Source: an optimization exercise on an open RTL-to-GDS flow (aim: small area, a short achievable clock period and few clock cycles). Production flows keep margins and buffers that such runs may drop.
Function was checked by simulation only, so behaviour that the tests miss may differ from the original.
Power is estimated from default activity; no workload was simulated.

## flow/run.sh

```bash
#!/bin/bash
# synth_recipe.tcl (not shown) runs the flow's synth.tcl, then flattens the netlist and writes it again
# the make line also repeats each setting of config.mk as NAME=value (left out here)
make -C /OpenROAD-flow-scripts/flow DESIGN_CONFIG=/design/flow/config.mk WORK_HOME=/design/flow/orfs CLKGATE_MAP_FILE= SYNTH_SCRIPT=/design/flow/synth_recipe.tcl finish
```

## flow/config.mk

```make
export PLATFORM = sky130hd
export DESIGN_NAME = multiCycleCpu
export DESIGN_NICKNAME = multiCycleCpu
export VERILOG_FILES = /design/flow/design.v
export SDC_FILE = /design/flow/constraint.sdc
export NUM_CORES = 4
export LEC_CHECK = 0
export CAP_MARGIN = 20
export CORE_MARGIN = 2
export CORE_UTILIZATION = 40
export SETUP_SLACK_MARGIN = 4.6
export SLEW_MARGIN = 20
export SYNTH_HIERARCHICAL = 1
export SYNTH_MINIMUM_KEEP_SIZE = 0
```

## flow/constraint.sdc

```tcl
create_clock -name core_clock -period 8.0 [get_ports {clk}]
set_input_delay 1.6000 -clock core_clock [delete_from_list [all_inputs] [get_ports {clk}]]
set_output_delay 1.6000 -clock core_clock [all_outputs]
set_load 0.01 [all_outputs]
```

## flow/design.v

```verilog
  typedef enum logic [3:0] {
    resetState,
    fetch,
    decode,
    executeReg,
    executeImmSigned,
    executeImmZero,
    aluWriteBack,
    loadRead,
    loadWriteBack,
    storeRead,
    storeWrite,
    branchRead,
    branchDone,
    jumpDone
  } cpuState;
  typedef enum logic [1:0] {classJumpNop, classReg, classBranch, classImm} opClass;
  typedef enum logic [3:0] {
    aluAdd = 4'd2,
    aluSub = 4'd3,
    aluOr  = 4'd4,
    aluAnd = 4'd5,
    aluXor = 4'd6,
    aluSlt = 4'd7
  } aluOp;
  localparam logic [3:0] codeJump   = 4'd1;
  localparam logic [3:0] codeBranch = 4'd0;
  localparam logic [3:0] codeLoad   = 4'd11;
  localparam logic [3:0] codeStore  = 4'd12;
  typedef enum logic [1:0] {srcBReg, srcBOne, srcBSignImm, srcBZeroImm} aluSrcBSel;
  typedef enum logic [1:0] {pcFromAlu, pcFromAluOut, pcFromJump} pcSourceSel;
`timescale 1ns/100ps
module pfxPg (
  input  logic a,
  input  logic b,
  output logic g,
  output logic p
);
  assign g = a & b;
  assign p = a ^ b;
endmodule
module pfxNode (
  input  logic gHi,
  input  logic tHi,
  input  logic gLo,
  input  logic tLo,
  output logic g,
  output logic t
);
  assign g = gHi | (tHi & gLo);
  assign t = tHi & tLo;
endmodule
module pfxCarry (
  input  logic gHi,
  input  logic tHi,
  input  logic gLo,
  output logic g
);
  assign g = gHi | (tHi & gLo);
endmodule
module prefixAdd #(
  parameter int N = 32
) (
  input  logic [N-1:0] a,
  input  logic [N-1:0] b,
  input  logic         cin,
  output logic [N-1:0] sum,
  output logic [N-1:0] cout
);
  localparam int L = (N >= 32) ? 6 : (N >= 16) ? 5 : (N >= 8) ? 4 : (N >= 4) ? 3 : (N >= 2) ? 2 : 1;
  logic [N-1:0] p, g0;
  logic [N:0]   g [L+1];
  logic [N:0]   t [L+1];
  for (genvar i = 0; i < N; i++) begin : gPg
    pfxPg pg_i (.a (a[i]), .b (b[i]), .g (g0[i]), .p (p[i]));
  end
  assign g[0] = {g0, cin};
  assign t[0] = {p, 1'b0};
  for (genvar l = 0; l < L + 1; l++) begin : gLevel
    if (l < L) begin : gL
      for (genvar i = 0; i <= N; i++) begin : gBit
        if ((i >> l) & 1) begin : gComb
          localparam int J = ((i >> l) << l) - 1;
          if (J < (1 << l)) begin : gLast
            pfxCarry c_i (.gHi (g[l][i]), .tHi (t[l][i]), .gLo (g[l][J]), .g (g[l+1][i]));
            assign t[l+1][i] = 1'b0;
          end else begin : gMid
            pfxNode n_i (.gHi (g[l][i]), .tHi (t[l][i]), .gLo (g[l][J]), .tLo (t[l][J]),
                         .g (g[l+1][i]), .t (t[l+1][i]));
          end
        end else begin : gPass
          assign g[l+1][i] = g[l][i];
          assign t[l+1][i] = t[l][i];
        end
      end
    end
  end
  assign cout = g[L][N:1];
  assign sum  = p ^ g[L][N-1:0];
endmodule
module alu (
  input  logic [32-1:0] srcA,
  input  logic [32-1:0] srcB,
  input  logic [32-1:0] srcBx,
  input  logic                       sub,
  input  logic [1:0]                 logicSel,   
  input  logic                       isArith,    
  output logic [32-1:0] result
);
  localparam int W = 32;
  logic [W-1:0] sum, carries;
  logic         lt;
  prefixAdd #(.N(W)) add_i (
    .a    (srcA),
    .b    (srcBx),
    .cin  (sub),
    .sum  (sum),
    .cout (carries)
  );
  assign lt = (srcA[W-1] != srcB[W-1]) ? srcA[W-1] : sum[W-1];
  always_comb begin
    if (isArith) begin
      result = sum;
    end else begin
      case (logicSel)
        2'd0:    result = srcA | srcB;
        2'd1:    result = srcA & srcB;
        2'd2:    result = srcA ^ srcB;
        default: result = W'(lt);
      endcase
    end
  end
endmodule
module incDec #(
  parameter int N = 16
) (
  input  logic [N-1:0] a,
  output logic [N-1:0] inc,
  output logic [N-1:0] dec
);
  assign inc = a + N'(1);
  assign dec = a - N'(1);
endmodule
module selOr #(
  parameter int N = 32
) (
  input  logic [N-1:0] sel,
  input  logic [N-1:0] d,
  output logic         y
);
  assign y = |(sel & d);
endmodule
module fetchNext #(
  parameter int W = 32
) (
  input  logic              selTarget,   
  input  logic              immSign,     
  input  logic              loCarry,     
  input  logic [15:0]       lo,          
  input  logic [W-17:0]     hiSame,      
  input  logic [W-17:0]     hiInc,       
  input  logic [W-17:0]     hiDec,       
  input  logic [W-1:0]      other,       
  output logic [W-1:0]      target,
  output logic [W-1:0]      next
);
  logic [W-17:0] hi;
  always_comb begin
    case ({immSign, loCarry})
      2'b01:   hi = hiInc;
      2'b10:   hi = hiDec;
      default: hi = hiSame;
    endcase
  end
  assign target = {hi, lo};
  assign next   = selTarget ? target : other;
endmodule
module eqWord #(
  parameter int N = 32
) (
  input  logic [N-1:0] a,
  input  logic [N-1:0] b,
  output logic         eq
);
  assign eq = (a == b);
endmodule
`timescale 1ns/100ps
module multiCycleCpu (
  input  logic                              clk,
  input  logic                              reset,
  input  logic [32-1:0]        instr,
  input  logic [32-1:0]        dataReadData,
  output logic [32-1:0]        instrAddr,
  output logic [9-1:0]   dataAddr,
  output logic [32-1:0]        dataWriteData,
  output logic                              dataWrite
);
  localparam int W = 32;
  localparam int R = 32;
  logic [W-1:0] pc, pc1;
  logic [5:0]   fOp;
  logic [3:0]   fCode;
  logic         fAluOp, fRegOp, fBeq, fTaken;
  logic [4:0]   fRb;
  logic [15:0]  fLoSum, fLoCarry, pcHiInc, pcHiDec;
  logic [W-1:0] pcOther, pcNext;
  logic         selFetch;
  logic [W-1:0] fTarget;
  logic [W-1:0] ir, dAlt;
  logic         dValid, dReplay;
  logic         useAlt;
  logic [W-1:0] altPc;
  logic [3:0]   dCode;
  logic         dSub;
  logic         dRegOp, dImmOp, dZimm, dLoad, dStore, dBeq, dPredTaken;
  logic [4:0]   dRs, dRd, dRb;
  logic [R-1:0] dSelA, dSelB;
  logic [W-1:0] dSimm, dImmExt;
  logic [W-1:0] rfA, rfB, dA, dB;
  logic [W-1:0] eA, eBx, eAlt, eOpA, eOpB, eOpBx;
  logic         eWen, eLoad, eStore, eBeq, ePredTaken, eFwdA, eFwdB;
  logic         eSub, eArith;
  logic [1:0]   eLogicSel;
  logic [4:0]   eWaddr;
  logic [8:0]   eAddr;
  logic [W-1:0] aluResult;
  logic         eRedirect;
  logic [W-1:0] wData;
  logic         wWen;
  logic [4:0]   wWaddr;
  assign fOp    = instr[31:26];
  assign fCode  = instr[29:26];
  assign fAluOp = (fCode >= 4'd2) && (fCode <= 4'd7);
  assign fRegOp = (fOp[5:4] == 2'b01);
  assign fRb    = fRegOp ? instr[15:11] : instr[25:21];
  assign fBeq   = (fOp == 6'h20);
  assign fTaken = (fOp == 6'h01) || (fBeq && (instr[15] || (instr[25:21] == instr[20:16])));
  assign pc1 = pc + W'(1);
  prefixAdd #(.N(16)) fLo_i (
    .a (pc[15:0]), .b (instr[15:0]), .cin (1'b1), .sum (fLoSum), .cout (fLoCarry)
  );
  incDec #(.N(16)) pcHi_i (.a (pc[W-1:16]), .inc (pcHiInc), .dec (pcHiDec));
  assign pcOther  = reset ? '0 : (useAlt ? altPc : pc1);
  assign selFetch = fTaken && !useAlt && !reset;
  fetchNext #(.W(W)) fetchNext_i (
    .selTarget (selFetch),
    .immSign   (instr[15]),
    .loCarry   (fLoCarry[15]),
    .lo        (fLoSum),
    .hiSame    (pc[W-1:16]),
    .hiInc     (pcHiInc),
    .hiDec     (pcHiDec),
    .other     (pcOther),
    .target    (fTarget),
    .next      (pcNext)
  );
  always_ff @(posedge clk) begin
    ir     <= instr;
    dRegOp <= fRegOp && fAluOp;
    dImmOp <= (fOp[5:4] == 2'b11) && fAluOp;
    dZimm  <= (fCode >= 4'd4) && (fCode <= 4'd6);
    dLoad  <= (fOp == 6'h3B);
    dStore <= (fOp == 6'h3C);
    dBeq   <= fBeq;
    dPredTaken <= fTaken;
    dRb    <= fRb;
    dAlt   <= fTaken ? pc1 : (fBeq ? fTarget : pc);
  end
  assign dCode   = ir[29:26];
  assign dSub    = (dCode == 4'd3) || (dCode == 4'd7);
  assign dRd     = ir[25:21];
  assign dRs     = ir[20:16];
  always_comb begin
    for (int i = 0; i < R; i++) begin
      dSelA[i] = (dRs == 5'(i));
      dSelB[i] = (dRb == 5'(i));
    end
  end
  assign dSimm   = {{(W-16){ir[15]}}, ir[15:0]};
  assign dImmExt = dZimm ? {{(W-16){1'b0}}, ir[15:0]} : dSimm;
  assign dReplay = dValid && dStore && eWen && (eWaddr == dRd);
  logic [W-1:0] regs [R];
  logic [R-1:0] regValid, rdSelA, rdSelB;
  assign rdSelA = dSelA & regValid;
  assign rdSelB = dSelB & regValid;
  for (genvar b = 0; b < W; b++) begin : gRead
    logic [R-1:0] column;
    for (genvar i = 0; i < R; i++) begin : gCol
      assign column[i] = regs[i][b];
    end
    selOr #(.N(R)) readA_i (.sel (rdSelA), .d (column), .y (rfA[b]));
    selOr #(.N(R)) readB_i (.sel (rdSelB), .d (column), .y (rfB[b]));
  end
  always_ff @(posedge clk) begin
    if (reset) begin
      regValid <= '0;
    end else if (wWen) begin
      regValid[wWaddr] <= 1'b1;
    end
  end
  always_ff @(posedge clk) begin
    if (wWen) begin
      regs[wWaddr] <= wData;
    end
  end
  assign dA = (wWen && (wWaddr == dRs)) ? wData : rfA;
  assign dB = (wWen && (wWaddr == dRb)) ? wData : rfB;
  assign eOpA = eFwdA ? wData : eA;
  assign eOpB = eFwdB ? wData : (eBx ^ {W{eSub}});
  assign eOpBx = eFwdB ? (wData ^ {W{eSub}}) : eBx;
  alu alu_i (
    .srcA     (eOpA),
    .srcB     (eOpB),
    .srcBx    (eOpBx),
    .sub      (eSub),
    .logicSel (eLogicSel),
    .isArith  (eArith),
    .result   (aluResult)
  );
  logic eqAB, eqWB, eqAW, eEqual;
  eqWord #(.N(W)) eqAB_i (.a (eA),    .b (eBx),   .eq (eqAB));
  eqWord #(.N(W)) eqWB_i (.a (wData), .b (eBx),   .eq (eqWB));
  eqWord #(.N(W)) eqAW_i (.a (eA),    .b (wData), .eq (eqAW));
  always_comb begin
    case ({eFwdA, eFwdB})
      2'b00:   eEqual = eqAB;
      2'b01:   eEqual = eqAW;
      2'b10:   eEqual = eqWB;
      default: eEqual = 1'b1;
    endcase
  end
  assign eRedirect = eBeq && (eEqual != ePredTaken);
  assign useAlt = eRedirect || dReplay;
  assign altPc  = eRedirect ? eAlt : dAlt;
  always_ff @(posedge clk) begin
    pc <= pcNext;
  end
  always_ff @(posedge clk) begin
    if (reset) begin
      dValid <= 1'b0;
    end else begin
      dValid <= !useAlt;
    end
  end
  always_ff @(posedge clk) begin
    if (reset || eRedirect || !dValid || dReplay) begin
      eWen   <= 1'b0;
      eStore <= 1'b0;
      eBeq   <= 1'b0;
    end else begin
      eWen   <= dRegOp || dImmOp || dLoad;
      eStore <= dStore;
      eBeq   <= dBeq;
    end
  end
  always_ff @(posedge clk) begin
    eA         <= dA;
    eBx        <= (dImmOp ? dImmExt : dB) ^ {W{dSub}};
    eFwdA      <= eWen && (eWaddr == dRs);
    eFwdB      <= eWen && (eWaddr == dRb) && !dImmOp;
    eAlt       <= dAlt;
    ePredTaken <= dPredTaken;
    eLoad      <= dLoad;
    eSub       <= dSub;
    eArith     <= (dCode == 4'd2) || (dCode == 4'd3);
    eLogicSel  <= dCode[1:0];
    eWaddr     <= dRd;
    eAddr      <= ir[8:0];
  end
  always_ff @(posedge clk) begin
    if (reset) begin
      wWen <= 1'b0;
    end else begin
      wWen <= eWen;
    end
    wWaddr <= eWaddr;
    wData  <= eLoad ? dataReadData : aluResult;
  end
  assign instrAddr     = pc;
  assign dataAddr      = eAddr;
  assign dataWriteData = eBx;
  assign dataWrite     = eStore;
endmodule
```

==> results of run 1 <==
power groups by stage:
stage	clock (µW)	combinational, µW	sequential (µW)
floorplan	0	387	7840
global placement	0	752	7790
detailed placement	0	768	7790
CTS	6440	835	7630
global route	6710	952	7630
finish	6390	890	7630
path summary, 6_finish.rpt:
check,slack (ns),startpoint,to
setup / recovery,4.56,instr[9],dAlt[31]
hold / removal,0.33,dPredTaken,ePredTaken
setup reg to reg,4.59,eFwdA,wData[0]
hold reg to reg,0.33,dPredTaken,ePredTaken
cell type report:
| type | count | area [µm²] | area share (%) |
|---|---|---|---|
| antenna | 4 | 10.0 | 0.0137 |
| clock buffer | 193 | 3880 | 5.33 |
| clock inverter | 56 | 532 | 0.730 |
| inverter | 88 | 337 | 0.462 |
| multi-input combinational | 3181 | 25000 | 34.3 |
| sequential | 1322 | 36900 | 50.7 |
| tap | 2030 | 2540 | 3.49 |
| timing repair buffer | 370 | 3610 | 4.96 |
| timing repair inverter | 1 | 7.51 | 0.0103 |
worst max-delay path, delay by kind of cell:
family	cells	cell delay (ns)
fa+ha+maj	2	0.57
buf+inv	3	0.51
compound gates	5	1.01
simple gates	4	0.43
per-stage QoR:
stage          instances  util (%)  hold WS, ns  total power, µW
6_report            7245      47.9        0.327            14900
2_1_floorplan       4744         -        0.310             8220
3_3_place_gp        6904      43.3        0.322             8540
3_5_place_dp        6904      43.3        0.314             8560
4_1_cts             7207      47.4        0.328            14900
5_1_grt             7242      47.9        0.343            15300
routing by layer:
metal | track usage, % | part of all wire [%]
met5 | 0 | 0
met4 | 12.0 | 4.8
met3 | 4.59 | 9.3
met2 | 42.1 | 45
met1 | 37.9 | 41
layout by cell type (no fill, tap or decap), drive strengths merged, types with 33 or more instances in the layout:
cell type and count:
a22oi 1027, edfxtp 1024, dfxtp 298, nand4 275, buf 227, nor2 222, clkbuf 206, xor2 196
ha 121, nand2 120, mux2 119, xnor2 118, a21o 117, a21oi 98, inv 93, clkdlybuf4s50 89
nand2b 84, and3 82, and2 74, mux2i 69, o21ai 69, or4 68, nand3 37, clkinv 37
nor4 36, dlygate4sd2 34, a32oi 33
flip-flops by register name, indices dropped and copies added, names as in the netlist, 2 cells and up:
name       cells
regs        1024
dAlt          32
eA            32
eAlt          32
eBx           32
pc            32
regValid      32
wData         32
ir            30
eAddr          9
dRb            5
eWaddr         5
wWaddr         5
eLogicSel      2
what timing repair did:
item | in CTS | in global routing
endpoints found under the setup margin | 171 | 80
gates resized for setup | 308 | 132
setup buffers | 47 | 33
gates cloned | 7 | 1
pin swaps | 22 | 43
==> qor.yml, run 1 <==
viasPerCell: 6.46
die_area_um2: 157000
fmax_ghz: 0.290
pin_count: 140
drv_cap: 0
avgSynthCellArea_um2: 13.0
dpl_worst_slack_ns: 2.44
dieWidth_um: 396
crit_type: "primary input to register"
p_per_area_nw_per_um2: 205
antenna_found_initial: 2
setup_viol: 0
power.leakage_uw: 0.0259
yosysWarnings: 19
path_max_fanout: 8
vdd_drop_max_v: 0.000209
start_kind: "primary input"
io_buffer_count: 139
worst-slew-pin-transition_ns: 1.13
seq_power_share_pct: 51.2
rows: 143
grt_pass1_vias: 45300
nets: 5289
detail_route.iter0.violations: 6583
pwr-share-clk_pct: 42.9
vias: 46800
path_cells: "clkdlybuf4s15_1 > ha_4 > and2_1 > a21o_1 > a21o_1 > a21o_1 > a21o_1 > ha_4 > buf_12 > buf_16 > a221oi_4 > nor2_1 > nor2_1 > nor3_2"
syn_inst: 4743
slew_viol_final: 0
end_kind: "register"
critPathRequiredTime_ns: 8.67
initial_core_util_pct: 40.4
grt_pass1_wl_um: 316000
gr-total-overflow: 0
clk_latency_ns: 0.78
combPwrFrac_pct: 6.0
clk_pin_slew_worst_paths_ns: 0.06
core_um2: 152000
crit_path_top_delay_cell: "ha_4"
fin_crit_sh_pct: 43.1
cp_slowest_stage_delay_ns: 0.30
cts-hold-fix-buffers: 0
maxSlewHeadroom_pct: 24.7
fillers: 13400
hold_violations: 0
p_switching_uw: 3390
fin_worst_skew_ns: 0.0324
fin_area_um2: 72900
cp_common_cell: "a21o_1"
synth_area_um2: 61500
drtAntennaViolNets: 0
ctsHtreeMaxLevel: 4
status: "timing/DRC/antenna clean"
rsz0062_at_grt: "true"
place_hpwl_um: 134000
clock_path_buffers: 3
wl_um: 221000
cp.arrival_ns: 4.11
hold_depth: 0
clock_sinks: 1322
post_dp_cell_area_um2: 66000
dr.pass1.iters: 7
post-route-drc-count: 0
cts_tree: "built"
setup_tns_ns: 0
p_sw_share_pct: 22.7
drive_above_1_share_pct: 17.3
hold_class: "register to register"
intPower_uw: 11500
die_h_um: 396
gr-usage-all-layers_pct: 27.3
period_needed_ns: 3.44
worstRegToRegCells: 15
syn_to_final_growth_pct: 18.6
grt_start_max_net_pins: 67
cts-root-buf: "clkbuf_16"
numCtsBuffers: 138
wire_per_inst_um: 30.5
gp_congestion: 0.937
setup_ws_ns: 4.56
Testbench counts, summed over its fixed seeds: cycles 12,958.
==> inputs of run 2 (changes only) <==
--- a/flow/config.mk
+++ b/flow/config.mk
@@ -7,7 +7,9 @@
 export LEC_CHECK = 0
 export CAP_MARGIN = 20
 export CORE_MARGIN = 2
-export CORE_UTILIZATION = 40
+export CORE_UTILIZATION = 55
+export CTS_CLUSTER_DIAMETER = 60
+export CTS_CLUSTER_SIZE = 24
 export SETUP_SLACK_MARGIN = 4.6
 export SLEW_MARGIN = 20
 export SYNTH_HIERARCHICAL = 1
==> run 2 against run 1 <==
  * Still clean
  * First-iteration DRC count down 4.2%
  * Synthesized cell count stayed put
  * Global-route usage increased by 9.8 points
  * Hold slack worse by 0.020 ns
  * Utilization up 17 points
  * Combinational power rose by 2%
  * Sequential share of layout area up 0.45 points
  * Cell area decreased by 0.94%
  * Total power shrank 2.0%
  * Count of clock-buffer cells in the layout fell by 62
  * Maximum frequency up 0.44%
  * Largest cell class unchanged
==> qor.yml, run 2 <==
cts-hold-fix-buffers: 0  # unchanged
drtAntennaViolNets: 0  # unchanged
clk_pin_slew_worst_paths_ns: 0.08  # +0.02 ns
finalNonFillerCells: 6684  # -7.7%
viasPerCell: 7.05  # +9.2%
pin_count: 140  # unchanged
cts-root-buf: "clkbuf_16"
fin_crit_sh_pct: 42.9  # -0.19 points
top_register: "regs"
critPathRequiredTime_ns: 8.62  # -0.05 ns
synth_area_um2: 61500  # unchanged
post_dp_cell_area_um2: 65300  # -1.0%
hold_class: "register to register"
vdd_drop_max_v: 0.000206  # -1.6%
syn_to_final_growth_pct: 17.5
numCtsBuffers: 116  # -16%
setup_viol: 0  # unchanged
antenna_found_initial: 11  # +9
grt_pass1_vias: 45400  # +0.16%
dr.pass1.iters: 6  # -1
syn_inst: 4743  # unchanged
clock_path_buffers: 3  # unchanged
clk_latency_ns: 0.74  # -0.04 ns
detail_route.iter0.violations: 6306  # -4.2%
setup_tns_ns: 0  # unchanged
cp.arrival_ns: 4.05  # -0.06 ns
rsz0062_at_grt: "true"
largest_register_ff_count: 1024  # unchanged
gr-usage-all-layers_pct: 37.1  # +9.8 points
mostFrequentLayoutCells: "1024 x edfxtp_1, 963 x a22oi_1, 275 x nand4_1, 223 x dfxtp_1, 196 x xor2_1"
power.leakage_uw: 0.0257  # -0.49%
grt_start_max_net_pins: 67  # unchanged
die_h_um: 338  # -15%
post-route-drc-count: 0  # unchanged
place_hpwl_um: 131000  # -2.3%
clock_sinks: 1322  # unchanged
initial_core_util_pct: 55.5  # +15 points
fmax_ghz: 0.292  # +0.44%
wire_per_inst_um: 33.1  # +8.5%
end_kind: "register"
start_kind: "primary input"
path_max_fanout: 8  # unchanged
hold_slack_ns: 0.307  # -0.0199 ns
fin_worst_skew_ns: 0.0362  # +0.00385 ns
wl_um: 221000  # about the same
gp_congestion: 0.915  # -2.3%
slew_viol_final: 0  # unchanged
hold_violations: 0  # unchanged
drive_above_1_share_pct: 18.4  # +1.2 points
cts_tree: "built"
grt_pass1_wl_um: 313000  # -0.99%
io_buffer_count: 139  # unchanged
dpl.cell_count: 6359  # -7.9%
drv_cap: 0  # unchanged
fin_area_um2: 72200  # -0.94%
fillers: 8450  # -37%
crit_type: "primary input to register"
vias: 47100  # +0.74%
die_area_um2: 114000  # -27%
period_needed_ns: 3.43  # -0.0152 ns
layout_commonest_cell: "edfxtp_1"
nets: 5279  # -0.19%
p_per_area_nw_per_um2: 202  # -1.0%
avgSynthCellArea_um2: 13.0  # unchanged
gr-total-overflow: 0  # unchanged
dieWidth_um: 338  # -15%
yosysWarnings: 19  # unchanged
rows: 122  # -15%
maxSlewHeadroom_pct: 21.7  # -2.9 points
ctsHtreeMaxLevel: 3  # -1
status: "timing/DRC/antenna clean"
core_um2: 111000  # -27%
worst-slew-pin-transition_ns: 1.17  # +0.0461 ns
## run 2: changes by cell type in the layout (fill, tap and decap cells not counted), sizes merged, moves of 2 or more
| cell | previous run | this run |
|---|---|---|
| clkinvlp | 7 | 11 |
| inv | 93 | 113 |
| buf | 227 | 247 |
| clkdlybuf4s50 | 89 | 112 |
| dlygate4sd2 | 34 | 9 |
| clkbuf | 206 | 140 |
| bufbuf | 2 | 0 |
| clkinv | 37 | 44 |
## run 2: power breakdown
part | total (µW) | internal (µW) | leakage (µW) | switching, µW
Combinational | 905 | 361 | 0.0119 | 545
Clock | 6080 | 3230 | 0.00203 | 2850
Sequential | 7630 | 7520 | 0.0118 | 109
Total | 14600 | 11100 | 0.0257 | 3510
## run 2: what timing repair did
action                                  4_1_cts  5_1_grt
pin swaps                                    22       47
endpoints found under the setup margin      167       83
setup buffers                                49       43
gates resized for setup                     321      146
cloned                                        6        5
## run 2: per-layer routing
layer | part of all wire, % | track usage (%)
met1 | 38 | 50.7
met2 | 46 | 57.6
met3 | 11 | 6.79
met4 | 5.5 | 17.7
met5 | 0.024 | 0
## run 2: path summary, 6_finish.rpt
path / to / startpoint / slack [ns] / depth (start not counted)
min: ePredTaken / dPredTaken / 0.31 / 0
min reg2reg: ePredTaken / dPredTaken / 0.31 / 0
max reg2reg: eBx[0] / dRb[2] / 4.59 / 10
max: dAlt[27] / instr[5] / 4.57 / 12
## run 2: metrics by stage
step | util, % | power (µW) | setup WS (ns)
floorplan | - | 8220 | 4.05
global placement | 58.9 | 8530 | 2.71
detailed placement | 58.9 | 8550 | 2.64
CTS | 64.2 | 14600 | 4.60
global route | 65.1 | 15000 | 4.51
finish | 65.1 | 14600 | 4.57
## run 2: layout make-up
cell class / count / area (µm²) / share of cell area, %
tap: 1488 / 1860 / 2.58
antenna: 3 / 7.51 / 0.0104
multi-input combinational: 3181 / 25000 / 34.6
inverter: 88 / 337 / 0.466
timing repair buffer: 382 / 3870 / 5.36
clock buffer: 131 / 3150 / 4.36
sequential: 1322 / 36900 / 51.1
clock inverter: 88 / 1040 / 1.45
timing repair inverter: 1 / 7.51 / 0.0104
## run 2: worst max-delay path: stages
cell	delay, ns
clkbuf_4	0.16
ha_4	0.26
and2_4	0.14
and2_4	0.15
a21o_4	0.23
a21o_1	0.21
a21o_1	0.21
ha_4	0.40
buf_6	0.18
nor2b_4	0.17
nor2_2	0.05
o221a_2	0.28
==> inputs of run 3 (changes only) <==
--- a/flow/config.mk
+++ b/flow/config.mk
@@ -10,7 +10,7 @@
 export CORE_UTILIZATION = 55
 export CTS_CLUSTER_DIAMETER = 60
 export CTS_CLUSTER_SIZE = 24
-export SETUP_SLACK_MARGIN = 4.6
+export SETUP_SLACK_MARGIN = 5.0
 export SLEW_MARGIN = 20
 export SYNTH_HIERARCHICAL = 1
 export SYNTH_MINIMUM_KEEP_SIZE = 0
==> run 3 against run 2 <==
  * Area after synthesis did not move
  * Wire length grew 9.6%
  * Hold slack improved by 0.037 ns
  * Utilization rose by 2.2 points
==> qor.yml, run 3 <==
hold_violations: 0  # unchanged
gr-usage-all-layers_pct: 39.4  # +2.3 points
io_buffer_count: 139  # unchanged
cts-root-buf: "clkbuf_16"
vdd_drop_max_v: 0.000229  # +11%
syn_inst: 4743  # unchanged
viasPerCell: 7.17  # +1.8%
end_kind: "register"
clk_pin_slew_worst_paths_ns: 0.09  # about the same
clk_latency_ns: 0.74  # about the same
cp.arrival_ns: 4.05  # about the same
cts_tree: "built"
grt_pass1_vias: 46600  # +2.6%
rows: 122  # unchanged
layout_commonest_cell: "edfxtp_1"
totalPowerFinal_uw: 14500  # -0.65%
hold_depth: 0  # unchanged
dpl_worst_slack_ns: 2.62  # -0.0170 ns
fin_worst_skew_ns: 0.0364  # +0.000161 ns
dieWidth_um: 338  # unchanged
status: "timing/DRC/antenna clean"
power.leakage_uw: 0.0268  # +4.3%
crit_type: "primary input to register"
vias: 48900  # +3.7%
fmax_ghz: 0.294  # +0.84%
cts-hold-fix-buffers: 0  # unchanged
numCtsBuffers: 106  # -8.6%
maxSlewHeadroom_pct: 23.6  # +1.9 points
setup_viol: 0  # unchanged
setup_tns_ns: 0  # unchanged
top_register: "regs"
yosysWarnings: 19  # unchanged
mostFrequentLayoutCells: "1024 x edfxtp_1, 947 x a22oi_1, 275 x nand4_1, 236 x buf_4, 193 x xor2_1"
grt_start_max_net_pins: 67  # unchanged
fillers: 8121  # -3.9%
critPathRequiredTime_ns: 8.65  # +0.03 ns
clock_sinks: 1322  # unchanged
period_needed_ns: 3.40  # -0.0287 ns
setup_ws_ns: 4.60  # +0.0287 ns
synth_area_um2: 61500  # unchanged
rsz0062_at_grt: "true"
place_hpwl_um: 132000  # +0.85%
wl_um: 243000  # +9.6%
die_area_um2: 114000  # unchanged
wire_per_inst_um: 35.6  # +7.6%
initial_core_util_pct: 55.5  # unchanged
largest_register_ff_count: 1024  # unchanged
hold_class: "register to register"
gr-total-overflow: 0  # unchanged
worstRegToRegCells: 14  # +4
gp_congestion: 0.918  # +0.25%
post-route-drc-count: 0  # unchanged
die_h_um: 338  # unchanged
drv_cap: 0  # unchanged
path_max_fanout: 4  # -4
worst-slew-pin-transition_ns: 1.13  # -0.0440 ns
p_per_area_nw_per_um2: 194  # -4.0%
slew_viol_final: 0  # unchanged
avgSynthCellArea_um2: 13.0  # unchanged
ctsHtreeMaxLevel: 3  # unchanged
drtAntennaViolNets: 0  # unchanged
grt_pass1_wl_um: 329000  # +5.2%
dr.pass1.iters: 8  # +2
antenna_found_initial: 4  # -7
syn_to_final_growth_pct: 21.5
detail_route.iter0.violations: 6895  # +9.3%
timing.reg2reg.setup_slack_ns: 4.68  # +0.09 ns
fin_crit_sh_pct: 42.5  # -0.36 points
start_kind: "primary input"
pin_count: 140  # unchanged
nets: 5412  # +2.5%
clock_path_buffers: 3  # unchanged
core_um2: 111000  # unchanged
drive_above_1_share_pct: 23.5  # +5.0 points
postLayoutCoreUtil_pct: 67.4  # +2.2 points
==> run 3: timing repair <==
| action | CTS | global route |
|---|---|---|
| endpoints found under the setup margin | 256 | 136 |
| gates resized for setup | 718 | 165 |
| buffers inserted | 160 | 69 |
| gates cloned | 13 | 18 |
| pin swaps | 73 | 79 |
==> run 3: layer usage <==
metal	vias up	routed length, µm	global-route usage, %	part of all wire, %
li1	20200	-	-	-
met3	736	28600	7.72	12
met1	24200	87500	52.3	36
met5	-	0	0.250	0
met4	0	18900	22.8	7.8
met2	3699	108000	60.8	44
==> run 3: cell type report <==
| cell class | count | area [µm²] | area share (%) |
|---|---|---|---|
| Sequential cell | 1322 | 37100 | 49.7 |
| Antenna cell | 5 | 12.5 | 0.0168 |
| Timing Repair inverter | 2 | 12.5 | 0.0168 |
| Timing Repair Buffer | 523 | 5760 | 7.72 |
| Tap cell | 1488 | 1860 | 2.49 |
| Multi-Input combinational cell | 3182 | 25700 | 34.4 |
| Inverter | 88 | 343 | 0.459 |
| Clock buffer | 108 | 2680 | 3.59 |
| Clock inverter | 93 | 1230 | 1.65 |
==> run 3: stage by stage <==
stage,area [µm²],hold slack (ns),std cells
floorplan,62000,0.310,4744
global placement,65500,0.317,6345
detailed placement,65500,0.338,6345
CTS,73100,0.344,6719
global route,74700,0.350,6806
finish,74700,0.344,6811
==> run 3: final timing paths <==
path | start | end
worst max-delay path | instr[0] | dAlt[30]
worst min register to register | dAlt[1] | eAlt[1]
worst min-delay path | dAlt[1] | eAlt[1]
worst max register to register | eFwdA | wData[0]
==> run 3: power by group <==
part	leakage, µW	total, µW	switching (µW)	internal, µW
logic	0.0131	1050	613	435
registers	0.0118	7680	164	7520
clock network	0.00188	5790	3050	2740
total	0.0268	14500	3830	10700
==> run 3: critical path, cell delays in order <==
cell	delay, ns
buf_6	0.10
ha_4	0.22
a21o_1	0.19
a21o_1	0.19
a21o_4	0.24
a21o_1	0.21
a21o_1	0.21
ha_4	0.33
buf_12	0.13
buf_6	0.09
a221oi_4	0.03
nor2_1	0.13
o22ai_1	0.11
a311oi_2	0.25
==> inputs of run 4 (changes only) <==
--- a/flow/config.mk
+++ b/flow/config.mk
@@ -7,10 +7,10 @@
 export LEC_CHECK = 0
 export CAP_MARGIN = 20
 export CORE_MARGIN = 2
-export CORE_UTILIZATION = 55
+export CORE_UTILIZATION = 65
 export CTS_CLUSTER_DIAMETER = 60
 export CTS_CLUSTER_SIZE = 24
-export SETUP_SLACK_MARGIN = 5.0
+export SETUP_SLACK_MARGIN = 4.6
 export SLEW_MARGIN = 20
 export SYNTH_HIERARCHICAL = 1
 export SYNTH_MINIMUM_KEEP_SIZE = 0
==> run 4 against run 3 <==
  * Sequential cell count did not move
  * Worst setup slack got worse by 0.10 ns
  * First-iteration DRC count rose by 13%
  * Sequential power fell by 0.7%
  * Sequential share of layout area rose by 1.9 points
  * Total power fell by 3.0%
  * Non-clock buffer count fell by 127
  * Critical path type unchanged
  * Critical endpoint is now dAlt[23]
  * Largest cell class unchanged
==> qor.yml, run 4 <==
crit_type: "primary input to register"
path_cells: "buf_8 > ha_4 > a21o_1 > a21o_4 > a21o_4 > a21o_1 > a21o_1 > ha_4 > buf_12 > a221oi_4 > nor2_1 > mux2i_1 > mux2i_1"
grt_pass1_wl_um: 294000  # -11%
timing.reg2reg.setup_slack_ns: 4.57  # -0.11 ns
wl_um: 207000  # -14%
cp_slowest_stage_delay_ns: 0.29  # -0.04 ns
die_area_um2: 97000  # -15%
fin_worst_skew_ns: 0.0270  # -0.00938 ns
drv_cap: 0  # unchanged
min_from: "dAlt[6]"
rows: 112  # -8.2%
layout_commonest_cell: "edfxtp_1"
p_per_area_nw_per_um2: 197  # +1.2%
avgSynthCellArea_um2: 13.0  # unchanged
status: "timing/DRC/antenna clean"
multi_input_area_um2: 25100  # -2.3%
post-route-drc-count: 0  # unchanged
detail_route.iter0.violations: 7805  # +13%
totalPowerFinal_uw: 14100  # -3.0%
seqCellArea_um2: 36900  # -0.57%
crit_path_top_delay_cell: "ha_4"
cts-hold-fix-buffers: 0  # unchanged
yosysWarnings: 19  # unchanged
fmax_ghz: 0.286  # -2.9%
place_hpwl_um: 126000  # -5.0%
rsz0062_at_grt: "true"
critPathRequiredTime_ns: 8.58  # -0.07 ns
start_kind: "primary input"
vias: 47600  # -2.6%
p_sw_share_pct: 24.7  # -1.7 points
gr-usage-all-layers_pct: 40.8  # +1.4 points
hold_class: "register to register"
combPwrFrac_pct: 6.5  # -0.7 points
antenna_found_initial: 3  # -1
ctsHtreeMaxLevel: 3  # unchanged
worst-slew-pin-transition_ns: 1.18  # +0.0499 ns
grt_pass1_vias: 44700  # -4.0%
initial_core_util_pct: 65.8  # +10 points
cp_common_cell: "a21o_1"
clock_sinks: 1322  # unchanged
post_dp_cell_area_um2: 65100  # -0.64%
cp.buffers_inverters: 2  # -1
setup_tns_ns: 0  # unchanged
top_register: "regs"
pin_count: 140  # unchanged
clock_path_buffers: 3  # unchanged
worstRegToRegCells: 7  # -7
period_needed_ns: 3.50  # +0.101 ns
wire_per_inst_um: 32.2  # -9.5%
clk_latency_ns: 0.72  # -0.02 ns
p_switching_uw: 3480  # -9.1%
numCtsBuffers: 101  # -4.7%
syn_to_final_growth_pct: 16.4
cts_tree: "built"
viasPerCell: 7.40  # +3.1%
gr-total-overflow: 0  # unchanged
synth_area_um2: 61500  # unchanged
io_buffer_count: 139  # unchanged
largest_register_ff_count: 1024  # unchanged
cp.arrival_ns: 4.08  # +0.03 ns
mostFrequentLayoutCells: "1024 x edfxtp_1, 963 x a22oi_1, 275 x nand4_1, 224 x dfxtp_1, 194 x xor2_1"
finalNonFillerCells: 6434  # -5.5%
slew_viol_final: 0  # unchanged
fin_area_um2: 71600  # -4.2%
power.leakage_uw: 0.0256  # -4.8%
maxSlewHeadroom_pct: 20.2  # -3.4 points
nets: 5278  # -2.5%
hold_violations: 0  # unchanged
intPower_uw: 10600  # -0.84%
vdd_drop_max_v: 0.000232  # +1.6%
end_kind: "register"
die_h_um: 311  # -7.9%
hold_end: "eAlt[6]"
gp_congestion: 0.985  # +7.3%
clk_pin_slew_worst_paths_ns: 0.09  # about the same
drive_above_1_share_pct: 18.3  # -5.2 points
syn_inst: 4743  # unchanged
fillers: 5750  # -29%
seq_power_share_pct: 54.2  # +1.3 points
setup_viol: 0  # unchanged
cts-root-buf: "clkbuf_16"
hold_depth: 0  # unchanged
pwr-share-clk_pct: 39.3  # -0.6 points
dr.pass1.iters: 9  # +1
crit_family: "compound AO/OA/AOI/OAI gates"
dieWidth_um: 311  # -7.9%
drtAntennaViolNets: 0  # unchanged
dpl.cell_count: 6131  # -3.4%
path_max_fanout: 8  # +4
grt_start_max_net_pins: 67  # unchanged
fin_crit_sh_pct: 43.8  # +1.3 points
worstReg2RegEnd: "eA[6]"
reg2reg_from: "ir[18]"
core_um2: 93500  # -16%
## run 4: worst max path at each step
stage,from,end,slack [ns],cells after the start
finish,instr[2],dAlt[23],4.50,13
global route,instr[2],dAlt[23],4.47,13
CTS,instr[0],dAlt[30],4.59,14
detailed placement,instr[0],dAlt[18],2.66,13
global placement,instr[0],dAlt[18],2.77,13
floorplan,instr[2],dAlt[27],4.05,12
## run 4: what timing repair did
action                     in CTS  in global routing
setup endpoints to repair     157                 89
buffers inserted               41                 58
pin swaps                      24                 57
cloned                          5                  7
gates resized for setup       293                157
## run 4: layout make-up
class                      count  area share, %
clock buffer                 110           3.70
sequential                  1322           51.6
tap                         1254           2.19
clock inverter                80           1.42
multi-input combinational   3181           35.0
inverter                      88          0.470
antenna                        2        0.00699
timing repair inverter         1         0.0105
timing repair buffer         396           5.62
## run 4: worst reg2reg max path, cell delays in order, from the launching register on
cell,delay [ns]
dfxtp_1,0.58
nor3b_1,0.84
and3_2,0.31
buf_4,0.59
a22oi_2,0.20
nand4_1,0.31
or4_1,0.34
mux2_2,0.22
## run 4: metal layers
layer  GRT usage (%)  up-vias  routed length (µm)
met5               0        -                  30
met4            23.5        4               15100
met3            7.89      677               25400
met2            62.3     3865               93500
met1            54.9    23100               73500
li1                -    19900                   -
## run 4: through the flow
step,worst slack (ns),utilization [%],hold WS [ns]
2_1_floorplan,4.05,-,0.310
5_1_grt,4.47,76.6,0.348
4_1_cts,4.59,75.2,0.335
3_5_place_dp,2.66,69.6,0.326
3_3_place_gp,2.77,69.6,0.327
6_report,4.50,76.6,0.341
## run 4: power groups by stage
stage | Combinational (µW) | Sequential (µW) | Clock (µW)
5_1_grt | 973 | 7630 | 5800
3_5_place_dp | 750 | 7780 | 0
2_1_floorplan | 387 | 7840 | 0
6_report | 921 | 7630 | 5530
3_3_place_gp | 727 | 7780 | 0
4_1_cts | 814 | 7620 | 5540
==> inputs of run 5 (changes only) <==
--- a/flow/config.mk
+++ b/flow/config.mk
@@ -5,9 +5,10 @@
 export SDC_FILE = /design/flow/constraint.sdc
 export NUM_CORES = 4
 export LEC_CHECK = 0
+export ABC_AREA = 1
 export CAP_MARGIN = 20
 export CORE_MARGIN = 2
-export CORE_UTILIZATION = 65
+export CORE_UTILIZATION = 55
 export CTS_CLUSTER_DIAMETER = 60
 export CTS_CLUSTER_SIZE = 24
 export SETUP_SLACK_MARGIN = 4.6
==> run 5 against run 4 <==
  * Worst setup slack better by 0.056 ns
  * Maximum frequency up 1.6%
  * Clock skew up 0.0083 ns
  * Highest routed layer unchanged
  * Cell count up 75%
==> qor.yml, run 5 <==
fin_worst_skew_ns: 0.0353  # +0.00833 ns
drive_above_1_share_pct: 8.90  # -9.4 points
setup.worst_path.start: "ir[16]"
drtAntennaViolNets: 0  # unchanged
worstReg2RegEnd: "eA[16]"
syn_inst: 9197  # +94%
antenna_found_initial: 26  # +23
nets: 9705  # +84%
synth_area_um2: 69900  # +14%
rows: 130  # +16%
path_cells: "inv_1 > nor2_1 > nand2_1 > nor3_2 > buf_4 > nand2_1 > nand2_1 > nor2_1 > nand2_1 > nor2_1 > nand2_1 > nand2_1 > o21ai_1"
min_from: "dAlt[6]"
yosysWarnings: 19  # unchanged
hold_class: "register to register"
vias: 64200  # +35%
worstRegToRegCells: 13  # +6
clk_latency_ns: 0.77  # +0.05 ns
cts-root-buf: "clkbuf_16"
clock_sinks: 1322  # unchanged
fmax_ghz: 0.290  # +1.6%
dpl_worst_slack_ns: 2.40  # -0.262 ns
end_kind: "register"
start_kind: "register"
ctsHtreeMaxLevel: 3  # unchanged
rsz0062_at_grt: "true"
status: "timing/DRC/antenna clean"
clk_pin_slew_worst_paths_ns: 0.08  # about the same
layout_commonest_cell: "nand2_1"
path_max_fanout: 32  # +24
clock_path_buffers: 3  # unchanged
critPathRequiredTime_ns: 8.68  # +0.10 ns
finalNonFillerCells: 11300  # +75%
setup_viol: 0  # unchanged
dieWidth_um: 360  # +16%
viasPerCell: 5.69  # -23%
timing.reg2reg.setup_slack_ns: 4.55  # -0.02 ns
hold_depth: 0  # unchanged
die_h_um: 360  # +16%
place_hpwl_um: 159000  # +27%
top_register: "regs"
fin_crit_sh_pct: 43.1  # -0.70 points
cp_slowest_stage_delay_ns: 0.53  # +0.24 ns
gp_congestion: 0.903  # -8.3%
setup_ws_ns: 4.55  # +0.0563 ns
crit_type: "register to register"
wl_um: 271000  # +30%
initial_core_util_pct: 55.5  # -10 points
largest_register_ff_count: 1024  # unchanged
syn_to_final_growth_pct: 15.3
power.leakage_uw: 0.0368  # +44%
grt_pass1_wl_um: 380000  # +29%
numCtsBuffers: 118  # +17%
cp.arrival_ns: 4.13  # +0.05 ns
period_needed_ns: 3.45  # -0.0563 ns
post-route-drc-count: 0  # unchanged
cts_tree: "built"
gr-total-overflow: 0  # unchanged
p_per_area_nw_per_um2: 187  # -5.1%
die_area_um2: 130000  # +34%
avgSynthCellArea_um2: 7.60  # -41%
pin_count: 140  # unchanged
detail_route.iter0.violations: 8443  # +8.2%
hold_violations: 0  # unchanged
wire_per_inst_um: 24.0  # -26%
hold_end: "eAlt[6]"
grt_pass1_vias: 59500  # +33%
worst-slew-pin-transition_ns: 0.981  # -0.199 ns
grt_start_max_net_pins: 64  # -4.5%
core_um2: 126000  # +35%
dpl.cell_count: 11000  # +79%
dr.pass1.iters: 9  # unchanged
crit_path_top_delay_cell: "buf_4"
reg2reg_from: "ir[16]"
vdd_drop_max_v: 0.000170  # -27%
mostFrequentLayoutCells: "4994 x nand2_1, 1024 x edfxtp_1, 922 x nor2_1, 692 x inv_1, 268 x nand3_1"
gr-usage-all-layers_pct: 39.5  # -1.3 points
setup_tns_ns: 0  # unchanged
drv_cap: 0  # unchanged
cp_common_cell: "nand2_1"
slew_viol_final: 0  # unchanged
maxSlewHeadroom_pct: 34.6  # +14 points
io_buffer_count: 139  # unchanged
## run 5: cell type report
| class | count | area, µm² |
|---|---|---|
| clock inverters | 90 | 1170 |
| well taps | 1650 | 2060 |
| fillers | 10800 | 45400 |
| inverters | 722 | 2760 |
| repair inverters | 2 | 15.0 |
| repair buffers | 363 | 3900 |
| diodes | 6 | 15.0 |
| multi-input cells | 6989 | 30500 |
| clock buffers | 133 | 3120 |
| flip-flops and latches | 1322 | 37000 |
## run 5: how the worst max path moves through the flow
| stage | end | cells past startpoint |
|---|---|---|
| 3_3_place_gp | pc[31] | 12 |
| 6_report | eA[16] | 13 |
| 5_1_grt | dAlt[16] | 20 |
| 4_1_cts | wData[0] | 24 |
| 3_5_place_dp | pc[26] | 12 |
| 2_1_floorplan | dAlt[22] | 21 |
## run 5: critical path, delay by kind of cell (launching register included)
family | cells | cell delay (ns)
compound gates | 1 | 0.12
buf+inv | 2 | 0.63
simple gates | 10 | 2.02
flops | 1 | 0.52
## run 5: timing repair
action,in CTS,in global routing
pin swaps,4,17
hold endpoints to repair,0,0
resized for setup,231,104
setup buffers,28,50
cloned,5,12
setup endpoints to repair,192,91
hold buffers,0,0
## run 5: power by group
part	leakage (µW)	internal [µW]	switching, µW
sequential	0.0120	7500	198
clock	0.00207	3290	3040
combinational	0.0226	356	665
## run 5: metal layers
metal,global-route usage [%],vias up,part of all wire (%)
met5,0,-,0.045
met4,19.4,18,5.5
met3,8.58,837,13
met2,62.2,4015,44
met1,52.0,29800,37
li1,-,29500,-
## run 5: per-stage QoR
stage / total power, µW / hold WS [ns] / cell area [µm²] / util (%)
2_1_floorplan: 8280 / 0.310 / 70000 / -
3_3_place_gp: 8650 / 0.329 / 74100 / 58.8
3_5_place_dp: 8670 / 0.331 / 74100 / 58.8
4_1_cts: 14900 / 0.338 / 79400 / 63.0
5_1_grt: 15400 / 0.348 / 80500 / 64.0
6_report: 15000 / 0.339 / 80500 / 64.0
==> inputs of run 6 (changes only) <==
--- a/flow/config.mk
+++ b/flow/config.mk
@@ -5,13 +5,12 @@
 export SDC_FILE = /design/flow/constraint.sdc
 export NUM_CORES = 4
 export LEC_CHECK = 0
-export ABC_AREA = 1
 export CAP_MARGIN = 20
 export CORE_MARGIN = 2
 export CORE_UTILIZATION = 55
 export CTS_CLUSTER_DIAMETER = 60
 export CTS_CLUSTER_SIZE = 24
-export SETUP_SLACK_MARGIN = 4.6
+export SETUP_SLACK_MARGIN = 4.3
 export SLEW_MARGIN = 20
 export SYNTH_HIERARCHICAL = 1
 export SYNTH_MINIMUM_KEEP_SIZE = 0
==> run 6 against run 5 <==
  * Combinational power shrank 17%
  * Sequential cell count is the same
  * Critical path type is now primary input to register
  * Clock skew grew 0.021 ns
  * Register-to-register slack lost 0.16 ns
  * Hold slack lost 0.00053 ns
  * Die area shrank 12%
  * Cell count shrank 41%
  * Utilization shrank 0.49 points
  * Still clean on timing, DRC and antenna
==> qor.yml, run 6 <==
dr.pass1.iters: 7  # -2
grt_pass1_wl_um: 313000  # -18%
hold_violations: 0  # unchanged
drv_cap: 0  # unchanged
pwr-share-clk_pct: 41.0  # -1.1 points
min_from: "dAlt[2]"
fillers: 8622  # -20%
synth_area_um2: 61500  # -12%
seq_power_share_pct: 53.1  # +1.9 points
place_hpwl_um: 131000  # -18%
hold_end: "eAlt[2]"
worstReg2RegEnd: "eBx[13]"
end_kind: "register"
critPathRequiredTime_ns: 8.60  # -0.08 ns
wire_per_inst_um: 33.0  # +38%
crit_type: "primary input to register"
cts_tree: "built"
worst-slew-pin-transition_ns: 1.12  # +0.138 ns
yosysWarnings: 19  # unchanged
clk_latency_ns: 0.75  # -0.02 ns
combPwrFrac_pct: 5.9  # -0.9 points
hold_depth: 0  # unchanged
start_kind: "primary input"
setup_viol: 0  # unchanged
status: "timing/DRC/antenna clean"
intPower_uw: 10700  # -3.8%
ctsHtreeMaxLevel: 3  # unchanged
vias: 46700  # -27%
p_sw_share_pct: 25.1  # -0.79 points
grt_pass1_vias: 45100  # -24%
dpl_worst_slack_ns: 2.37  # -0.0226 ns
timing.reg2reg.setup_slack_ns: 4.39  # -0.16 ns
fin_crit_sh_pct: 45.8  # +2.7 points
layout_commonest_cell: "edfxtp_1"
numCtsBuffers: 113  # -4.2%
avgSynthCellArea_um2: 13.0  # +71%
p_switching_uw: 3600  # -7.7%
syn_inst: 4743  # -48%
clk_pin_slew_worst_paths_ns: 0.09  # about the same
mostFrequentLayoutCells: "1024 x edfxtp_1, 963 x a22oi_1, 281 x dfxtp_1, 275 x nand4_1, 196 x xor2_1"
cts-root-buf: "clkbuf_16"
wl_um: 219000  # -19%
core_um2: 111000  # -12%
path_max_fanout: 14  # -56%
syn_to_final_growth_pct: 14.5
fmax_ghz: 0.273  # -5.9%
pin_count: 140  # unchanged
drtAntennaViolNets: 0  # unchanged
top_register: "regs"
reg2reg_from: "dRb[1]"
cts-hold-fix-buffers: 0  # unchanged
gr-usage-all-layers_pct: 37.2  # -2.4 points
setup_ws_ns: 4.34  # -0.214 ns
period_needed_ns: 3.66  # +0.214 ns
rows: 122  # -6.2%
p_per_area_nw_per_um2: 204  # +9.0%
maxSlewHeadroom_pct: 25.2  # -9.4 points
largest_register_ff_count: 1024  # unchanged
dieWidth_um: 338  # -6.1%
grt_start_max_net_pins: 67  # +4.7%
rsz0062_at_grt: "true"
hold_class: "register to register"
antenna_found_initial: 17  # -35%
power.leakage_uw: 0.0252  # -31%
gp_congestion: 0.901  # -0.24%
setup_tns_ns: 0  # unchanged
detail_route.iter0.violations: 6309  # -25%
worstRegToRegCells: 10  # -3
io_buffer_count: 139  # unchanged
totalPowerFinal_uw: 14300  # -4.8%
gr-total-overflow: 0  # unchanged
drive_above_1_share_pct: 14.6  # +5.7 points
die_area_um2: 114000  # -12%
viasPerCell: 7.05  # +24%
initial_core_util_pct: 55.5  # about the same
clock_sinks: 1322  # unchanged
die_h_um: 338  # -6.1%
post-route-drc-count: 0  # unchanged
cp.arrival_ns: 4.26  # +0.13 ns
clock_path_buffers: 3  # unchanged
slew_viol_final: 0  # unchanged
fin_worst_skew_ns: 0.0561  # +0.0208 ns
nets: 5221  # -46%
vdd_drop_max_v: 0.000186  # +9.9%
-- run 6: cell count changes in the layout (fill, tap and decap cells not counted), moves of 75 or more --
cell | previous run | this run
o21ai_0 | 134 | 52
nand3_1 | 268 | 34
nor2_1 | 922 | 187
nand4_1 | 49 | 275
mux2_2 | 35 | 118
a22oi_1 | 0 | 963
nand2b_1 | 0 | 84
nand2_1 | 4994 | 118
xor2_1 | 34 | 196
a21o_1 | 0 | 111
dfxtp_4 | 78 | 3
inv_1 | 692 | 86
dfxtp_1 | 201 | 281
-- run 6: metal layers --
metal  global-route usage (%)  wire length, µm  up-vias  part of all wire, %
met5                   0.0833               23        -                0.011
met4                     18.2            12200        4                  5.6
met3                     7.06            24300      575                   11
met2                     58.1            99000     3156                   45
met1                     50.1            83100    23100                   38
li1                         -                -    19800                    -
-- run 6: what timing repair did --
| item | 4_1_cts | 5_1_grt |
|---|---|---|
| buffers inserted | 31 | 8 |
| resized for setup | 79 | 42 |
| pin swaps | 9 | 4 |
| endpoints found under the setup margin | 89 | 48 |
| gates cloned | 2 | 2 |
-- run 6: worst max-delay path by stage --
stage / startpoint / end / slack (ns)
6_report: instr[31] / dAlt[1] / 4.34
5_1_grt: pc[29] / instrAddr[29] / 4.29
4_1_cts: pc[30] / instrAddr[30] / 4.30
3_5_place_dp: instr[31] / pc[20] / 2.37
3_3_place_gp: instr[31] / pc[23] / 2.52
2_1_floorplan: instr[2] / dAlt[27] / 4.05
-- run 6: power by group through the flow --
| stage | registers, µW | logic [µW] | clock network, µW |
|---|---|---|---|
| detailed placement | 7770 | 779 | 0 |
| global placement | 7770 | 763 | 0 |
| CTS | 7610 | 822 | 5910 |
| global route | 7620 | 905 | 6190 |
| floorplan | 7840 | 386 | 0 |
| finish | 7610 | 842 | 5870 |
-- run 6: critical path, cell delays in order --
cell and delay (ns):
clkdlybuf4s50_1 0.48, nor2b_2 0.25, and3_1 0.18, a221o_2 0.48, nand2_4 0.28, clkinvlp_2 0.64, nand2_1 0.23, o21ai_0 0.10
-- run 6: area by class of cell --
type                            instances  area [µm²]  area share, %
Timing Repair Buffer                  327        3140           4.47
Antenna cell                            6        15.0         0.0213
Clock buffer                          126        2980           4.24
Inverter                               88         337          0.478
Sequential cell                      1322       36700           52.2
Tap cell                             1488        1860           2.65
Timing Repair inverter                  1        5.00        0.00711
Multi-Input combinational cell       3181       24300           34.5
Clock inverter                         85        1000           1.43
-- run 6: through the flow --
stage	std cells	cell area, µm²	utilization, %	hold slack, ns
after global routing	6618	70300	63.5	0.346
after global placement	6364	65300	58.9	0.315
after CTS	6608	70100	63.2	0.337
after floorplan	4744	61600	-	0.310
final	6624	70300	63.5	0.339
after detailed placement	6364	65300	59.0	0.318
==> inputs of run 7 (changes only) <==
--- a/flow/config.mk
+++ b/flow/config.mk
@@ -10,7 +10,7 @@
 export CORE_UTILIZATION = 55
 export CTS_CLUSTER_DIAMETER = 60
 export CTS_CLUSTER_SIZE = 24
-export SETUP_SLACK_MARGIN = 4.3
+export SETUP_SLACK_MARGIN = 4.8
 export SLEW_MARGIN = 20
 export SYNTH_HIERARCHICAL = 1
 export SYNTH_MINIMUM_KEEP_SIZE = 0
==> run 7 against run 6 <==
  * Still clean on timing, DRC and antenna
  * Cell area up 4.3%
  * Cell count is 1.6% higher
  * Sequential cell count did not move
  * Die area unchanged
  * Critical path type unchanged
  * Critical endpoint is now dAlt[30]
  * Largest power group unchanged
==> qor.yml, run 7 <==
cts_tree: "built"
ctsHtreeMaxLevel: 3  # unchanged
path_max_fanout: 8  # -6
crit_type: "primary input to register"
postLayoutCoreUtil_pct: 66.2  # +2.7 points
maxSlewHeadroom_pct: 27.0  # +1.8 points
status: "timing/DRC/antenna clean"
use_met2_pct: 60.5  # +2.4 points
vdd_drop_max_v: 0.000221  # +18%
pin_count: 140  # unchanged
cts-root-buf: "clkbuf_16"
numCtsBuffers: 109  # -3.5%
wl_um: 238000  # +8.9%
slew_viol_final: 0  # unchanged
synth_area_um2: 61500  # unchanged
seq_power_share_pct: 52.6  # -0.5 points
clk_pin_slew_worst_paths_ns: 0.09  # about the same
fmax_ghz: 0.294  # +7.5%
period_needed_ns: 3.41  # -0.254 ns
use_met1_pct: 52.3  # +2.3 points
drive_above_1_share_pct: 20.3  # +5.7 points
io_buffer_count: 139  # unchanged
setup_viol: 0  # unchanged
p_switching_uw: 3740  # +3.8%
die_area_um2: 114000  # unchanged
die_h_um: 338  # unchanged
worst-slew-pin-transition_ns: 1.09  # -0.0247 ns
largest_register_ff_count: 1024  # unchanged
fin_crit_sh_pct: 42.6  # -3.2 points
nets: 5333  # +2.1%
syn_to_final_growth_pct: 19.4
pwr-share-clk_pct: 41.1  # about the same
intPower_uw: 10900  # +1.9%
core_um2: 111000  # unchanged
hold_violations: 0  # unchanged
critPathRequiredTime_ns: 8.61  # about the same
grt_start_max_net_pins: 67  # unchanged
gp_congestion: 0.925  # +2.6%
cp.arrival_ns: 4.02  # -0.24 ns
hold_class: "register to register"
combPwrFrac_pct: 6.3  # +0.4 points
post-route-drc-count: 0  # unchanged
drv_cap: 0  # unchanged
top_usage_layer: "met2"
antenna_found_initial: 11  # -6
dr.pass1.iters: 6  # -1
wire_per_inst_um: 35.4  # +7.1%
mostFrequentLayoutCells: "1024 x edfxtp_1, 959 x a22oi_1, 275 x nand4_1, 200 x buf_4, 196 x xor2_1"
viasPerCell: 7.17  # +1.7%
clock_path_buffers: 3  # unchanged
drtAntennaViolNets: 0  # unchanged
p_per_area_nw_per_um2: 200  # -1.8%
syn_inst: 4743  # unchanged
start_kind: "primary input"
grt_util_met3_pct: 6.80  # -0.26 points
place_hpwl_um: 133000  # +1.2%
clock_sinks: 1322  # unchanged
gr-total-overflow: 0  # unchanged
setup_tns_ns: 0  # unchanged
vias: 48300  # +3.4%
initial_core_util_pct: 55.5  # unchanged
detail_route.iter0.violations: 6599  # +4.6%
gr-usage-all-layers_pct: 39.1  # +1.9 points
grt_pass1_wl_um: 326000  # +4.2%
end_kind: "register"
power.leakage_uw: 0.0264  # +4.9%
dieWidth_um: 338  # unchanged
rsz0062_at_grt: "true"
layout_commonest_cell: "edfxtp_1"
clk_latency_ns: 0.74  # about the same
top_register: "regs"
rows: 122  # unchanged
cts-hold-fix-buffers: 0  # unchanged
grt_pass1_vias: 46100  # +2.1%
p_sw_share_pct: 25.5  # +0.35 points
fin_worst_skew_ns: 0.0379  # -0.0182 ns
avgSynthCellArea_um2: 13.0  # unchanged
yosysWarnings: 19  # unchanged
## run 7: per-layer routing
metal	share of wire, %	up-vias
li1	-	20000
met1	36	23900
met2	45	3599
met3	12	713
met4	7.5	8
met5	0.026	-
## run 7: area by class of cell
class                      instances  area (µm²)
fill                            8187       37500
sequential                      1322       37000
multi-input combinational       3181       25300
timing repair buffer             442        4730
clock buffer                     113        2750
tap                             1488        1860
clock inverter                    94        1310
inverter                          88         340
timing repair inverter             2        12.5
antenna                            3        7.51
## run 7: worst paths after layout
kind	startpoint	endpoint	slack, ns	cells past startpoint
setup / recovery	instr[0]	dAlt[30]	4.59	13
hold / removal	dAlt[26]	eAlt[26]	0.35	0
setup reg to reg	eFwdA	wData[0]	4.68	14
hold reg to reg	dAlt[26]	eAlt[26]	0.35	0
## run 7: what timing repair did
| item | 4_1_cts | 5_1_grt |
|---|---|---|
| cloned | 9 | 12 |
| resized for setup | 488 | 116 |
| endpoints found under the setup margin | 205 | 122 |
| setup buffers | 107 | 51 |
| pin swaps | 59 | 43 |
## run 7: power by group through the flow
stage                     logic [µW]  clock network [µW]  registers [µW]
after floorplan                  395                   0            7840
after global placement           610                   0            7910
after detailed placement         622                   0            7920
after CTS                        788                6040            7720
after global routing             988                6300            7710
final                            931                6030            7710
## run 7: critical path: stages
cell	delay, ns
buf_8	0.10
ha_4	0.22
a21o_1	0.20
a21o_4	0.22
a21o_4	0.22
a21o_1	0.19
a21o_1	0.21
ha_4	0.40
buf_6	0.14
a221oi_4	0.04
nor2_1	0.11
o22ai_1	0.08
a311oi_1	0.27
## run 7: metrics by stage
step                      cell area [µm²]  worst slack [ns]  cells  hold slack [ns]  power, µW
final                               73400              4.59   6733            0.349      14700
after global placement              65400              2.72   6344            0.322       8520
after global routing                73300              4.55   6730            0.351      15000
after floorplan                     62000              4.05   4744            0.310       8230
after detailed placement            65400              2.66   6344            0.327       8540
after CTS                           72200              4.62   6667            0.344      14600
==> inputs of run 8 (changes only) <==
--- a/flow/config.mk
+++ b/flow/config.mk
@@ -7,10 +7,10 @@
 export LEC_CHECK = 0
 export CAP_MARGIN = 20
 export CORE_MARGIN = 2
-export CORE_UTILIZATION = 55
+export CORE_UTILIZATION = 50
 export CTS_CLUSTER_DIAMETER = 60
 export CTS_CLUSTER_SIZE = 24
-export SETUP_SLACK_MARGIN = 4.8
+export SETUP_SLACK_MARGIN = 4.6
 export SLEW_MARGIN = 20
 export SYNTH_HIERARCHICAL = 1
 export SYNTH_MINIMUM_KEEP_SIZE = 0
==> run 8 against run 7 <==
  * Global-route usage is 5.2 points lower
  * Critical path depth increased by 1
  * Still clean
  * Area after synthesis unchanged
  * Cell count grew 1.2%
  * Sequential share of layout area up 0.56 points
  * Register-to-register slack got worse by 0.11 ns
  * Combinational power down 4.7%
  * Largest power group unchanged
  * Count of clock-buffer cells in the layout rose by 13
  * Die area up 9.9%
  * Total power up 0.69%
  * Synthesized cell count is the same
  * Sequential power shrank 1%
==> qor.yml, run 8 <==
crit_path_top_delay_cell: "dfxtp_2"
critPathRequiredTime_ns: 8.63  # +0.02 ns
drv_cap: 0  # unchanged
period_needed_ns: 3.43  # +0.0253 ns
vdd_drop_max_v: 0.000220  # -0.23%
syn_to_final_growth_pct: 17.7
worst-slew-pin-transition_ns: 1.21  # +0.112 ns
wire_per_inst_um: 32.2  # -8.9%
hold_violations: 0  # unchanged
gr-usage-all-layers_pct: 33.8  # -5.2 points
dpl.cell_count: 6500  # +2.5%
largest_register_ff_count: 1024  # unchanged
gp_congestion: 0.907  # -1.9%
start_kind: "register"
grt_pass1_wl_um: 311000  # -4.6%
clk_latency_ns: 0.78  # +0.04 ns
path_cells: "buf_8 > xnor2_1 > a21oi_1 > ha_4 > and2_1 > and2_1 > a21o_4 > a21o_4 > a21o_4 > xor2_1 > mux2_4 > a31oi_1 > a2bb2oi_1 > mux2_2"
io_buffer_count: 139  # unchanged
viasPerCell: 6.82  # -4.9%
worstRegToRegCells: 14  # unchanged
syn_inst: 4743  # unchanged
place_hpwl_um: 132000  # -0.67%
gr-total-overflow: 0  # unchanged
die_h_um: 355  # +4.8%
clock_sinks: 1322  # unchanged
nets: 5278  # -1.0%
clock_path_buffers: 3  # unchanged
setup_tns_ns: 0  # unchanged
drive_above_1_share_pct: 17.9  # -2.4 points
mostFrequentLayoutCells: "1024 x edfxtp_1, 963 x a22oi_1, 275 x nand4_1, 225 x dfxtp_1, 196 x xor2_1"
ctsHtreeMaxLevel: 3  # unchanged
dr.pass1.iters: 6  # unchanged
cts-hold-fix-buffers: 0  # unchanged
setup_viol: 0  # unchanged
status: "timing/DRC/antenna clean"
antenna_found_initial: 2  # -9
hold_slack_ns: 0.339  # -0.00993 ns
dieWidth_um: 355  # +4.8%
grt_pass1_vias: 44800  # -2.8%
hold_class: "register to register"
cts-root-buf: "clkbuf_16"
power.leakage_uw: 0.0258  # -2.4%
initial_core_util_pct: 50.4  # -5.0 points
maxSlewHeadroom_pct: 18.4  # -8.6 points
min_from: "dAlt[4]"
post_dp_cell_area_um2: 65500  # about the same
numCtsBuffers: 114  # +4.6%
fin_area_um2: 72300  # -1.4%
wl_um: 220000  # -7.7%
avgSynthCellArea_um2: 13.0  # unchanged
reg2reg_from: "wData[6]"
timing.reg2reg.setup_slack_ns: 4.57  # -0.11 ns
post-route-drc-count: 0  # unchanged
cp_slowest_stage_delay_ns: 0.46  # +0.06 ns
top_register: "regs"
diodes: 0  # -3
grt_start_max_net_pins: 67  # unchanged
rsz0062_at_grt: "true"
yosysWarnings: 19  # unchanged
rows: 128  # +4.9%
core_um2: 122000  # +10%
cp_common_cell: "a21o_4"
crit_type: "register to register"
hold_end: "eAlt[4]"
drtAntennaViolNets: 0  # unchanged
synth_area_um2: 61500  # unchanged
cp.arrival_ns: 4.06  # +0.04 ns
vias: 46500  # -3.7%
path_max_fanout: 37  # +29
hold_depth: 0  # unchanged
fillers: 9652  # +18%
pin_count: 140  # unchanged
slew_viol_final: 0  # unchanged
fin_crit_sh_pct: 42.9  # +0.32 points
p_per_area_nw_per_um2: 204  # +2.1%
worstReg2RegEnd: "wData[0]"
postLayoutCoreUtil_pct: 59.4  # -6.8 points
end_kind: "register"
cts_tree: "built"
fmax_ghz: 0.291  # -0.74%
fin_worst_skew_ns: 0.0510  # +0.0132 ns
clk_pin_slew_worst_paths_ns: 0.09  # about the same
layout_commonest_cell: "edfxtp_1"
detail_route.iter0.violations: 6247  # -5.3%
finalNonFillerCells: 6816  # +1.2%
die_area_um2: 126000  # +9.9%
run 8: cell count changes in the layout (fill, tap and decap cells not counted), sizes merged:
cell / change
dlygate4sd2: -54
diode: -3
clkdlybuf4s50: +56
buf: -55
inv: -1
clkbuf: +8
clkinv: -1
clkdlybuf4s15: -1
dlymetal6s2s: -1
bufinv: -2
o21a: +1
clkinvlp: -1
run 8: where the power goes:
part	leakage (µW)	internal (µW)	switching [µW]
clock	0.00207	3210	3060
combinational	0.0119	340	547
sequential	0.0118	7520	99.5
run 8: metal layers:
layer	GRT usage (%)	vias to the layer above	wire length, µm	share of wire, %
li1	-	19900	-	-
met1	45.6	23200	84300	38
met2	51.9	2871	99500	45
met3	5.14	531	21400	9.7
met4	20.3	0	14500	6.6
met5	0	-	0	0
run 8: worst max path at each step:
stage / cells after the start / to / startpoint / slack (ns)
2_1_floorplan: 12 / dAlt[27] / instr[2] / 4.05
3_3_place_gp: 13 / dAlt[18] / instr[0] / 2.70
3_5_place_dp: 9 / pc[21] / instr[31] / 2.55
4_1_cts: 1 / dataWriteData[6] / eBx[6] / 4.54
5_1_grt: 14 / wData[0] / eFwdA / 4.54
6_report: 14 / wData[0] / wData[6] / 4.57
run 8: area by class of cell:
| cell class | instances | area (µm²) | share of cell area [%] |
|---|---|---|---|
| Sequential cell | 1322 | 36900 | 51.1 |
| Multi-Input combinational cell | 3182 | 24900 | 34.5 |
| Timing Repair Buffer | 382 | 3780 | 5.22 |
| Clock buffer | 126 | 3070 | 4.24 |
| Tap cell | 1625 | 2030 | 2.81 |
| Clock inverter | 90 | 1230 | 1.70 |
| Inverter | 88 | 337 | 0.465 |
| Timing Repair inverter | 1 | 7.51 | 0.0104 |
run 8: worst max-delay path: cells and delay by family, from the launching register on:
kind | cells | cell delay (ns)
adder cells (fa/ha/maj) | 1 | 0.25
buffers and inverters | 1 | 0.28
multiplexers | 2 | 0.52
AO/OA/AOI/OAI | 6 | 1.17
flip-flops | 1 | 0.46
AND/OR/NAND/NOR | 2 | 0.34
XOR/XNOR | 2 | 0.27
run 8: timing repair:
item                                    4_1_cts  5_1_grt
buffers inserted                             65       23
cloned                                        9        3
resized for setup                           346       88
endpoints found under the setup margin      168       84
pin swaps                                    28       33
run 8: through the flow:
| step | worst slack [ns] | total power (µW) |
|---|---|---|
| 3_5_place_dp | 2.55 | 8550 |
| 6_report | 4.57 | 14800 |
| 2_1_floorplan | 4.05 | 8220 |
| 3_3_place_gp | 2.70 | 8540 |
| 4_1_cts | 4.54 | 14800 |
| 5_1_grt | 4.54 | 15200 |

[re-timing with driven ports]
The flow's constraints put no driver on any port. The routed layouts listed below were extracted and timed again, unchanged, in two steps. Step 1 assumes that a clkbuf_16 drives the clock port and a buf_2 every other input. Step 2 times the ports against the registers' clock, not the clock port: input delays grow and output delays shrink by t, the midpoint of the rising clock arrivals with the driver on. Slacks: ideal ports / drivers / drivers and shift; pairs: ideal ports / drivers.
| run | t, ns | setup slack, ns | latest minus earliest clock arrival (ns) | worst data-port slew with drivers (ns) |
|---|---|---|---|---|
| run 1 | 0.842 | 4.555 / 4.559 / 3.765 | 0.036 / 0.036 | 0.07 |
| run 2 | 0.801 | 4.570 / 4.561 / 3.822 | 0.037 / 0.036 | 0.05 |
| run 3 | 0.816 | 4.599 / 4.649 / 3.833 | 0.051 / 0.051 | 0.05 |
| run 4 | 0.782 | 4.498 / 4.535 / 3.752 | 0.030 / 0.029 | 0.05 |
| run 5 | 0.834 | 4.554 / 4.534 / 3.921 | 0.039 / 0.038 | 0.10 |
| run 6 | 0.806 | 4.340 / 4.268 / 3.578 | 0.064 / 0.065 | 0.04 |
| run 7 | 0.805 | 4.594 / 4.635 / 3.829 | 0.039 / 0.039 | 0.05 |
| run 8 | 0.839 | 4.569 / 4.553 / 3.798 | 0.051 / 0.051 | 0.06 |
After both steps every run listed still meets setup and hold. For run 1, which loses most, drivers alone change the setup slack by +0.004 ns; drivers and shift together by -0.790 ns.
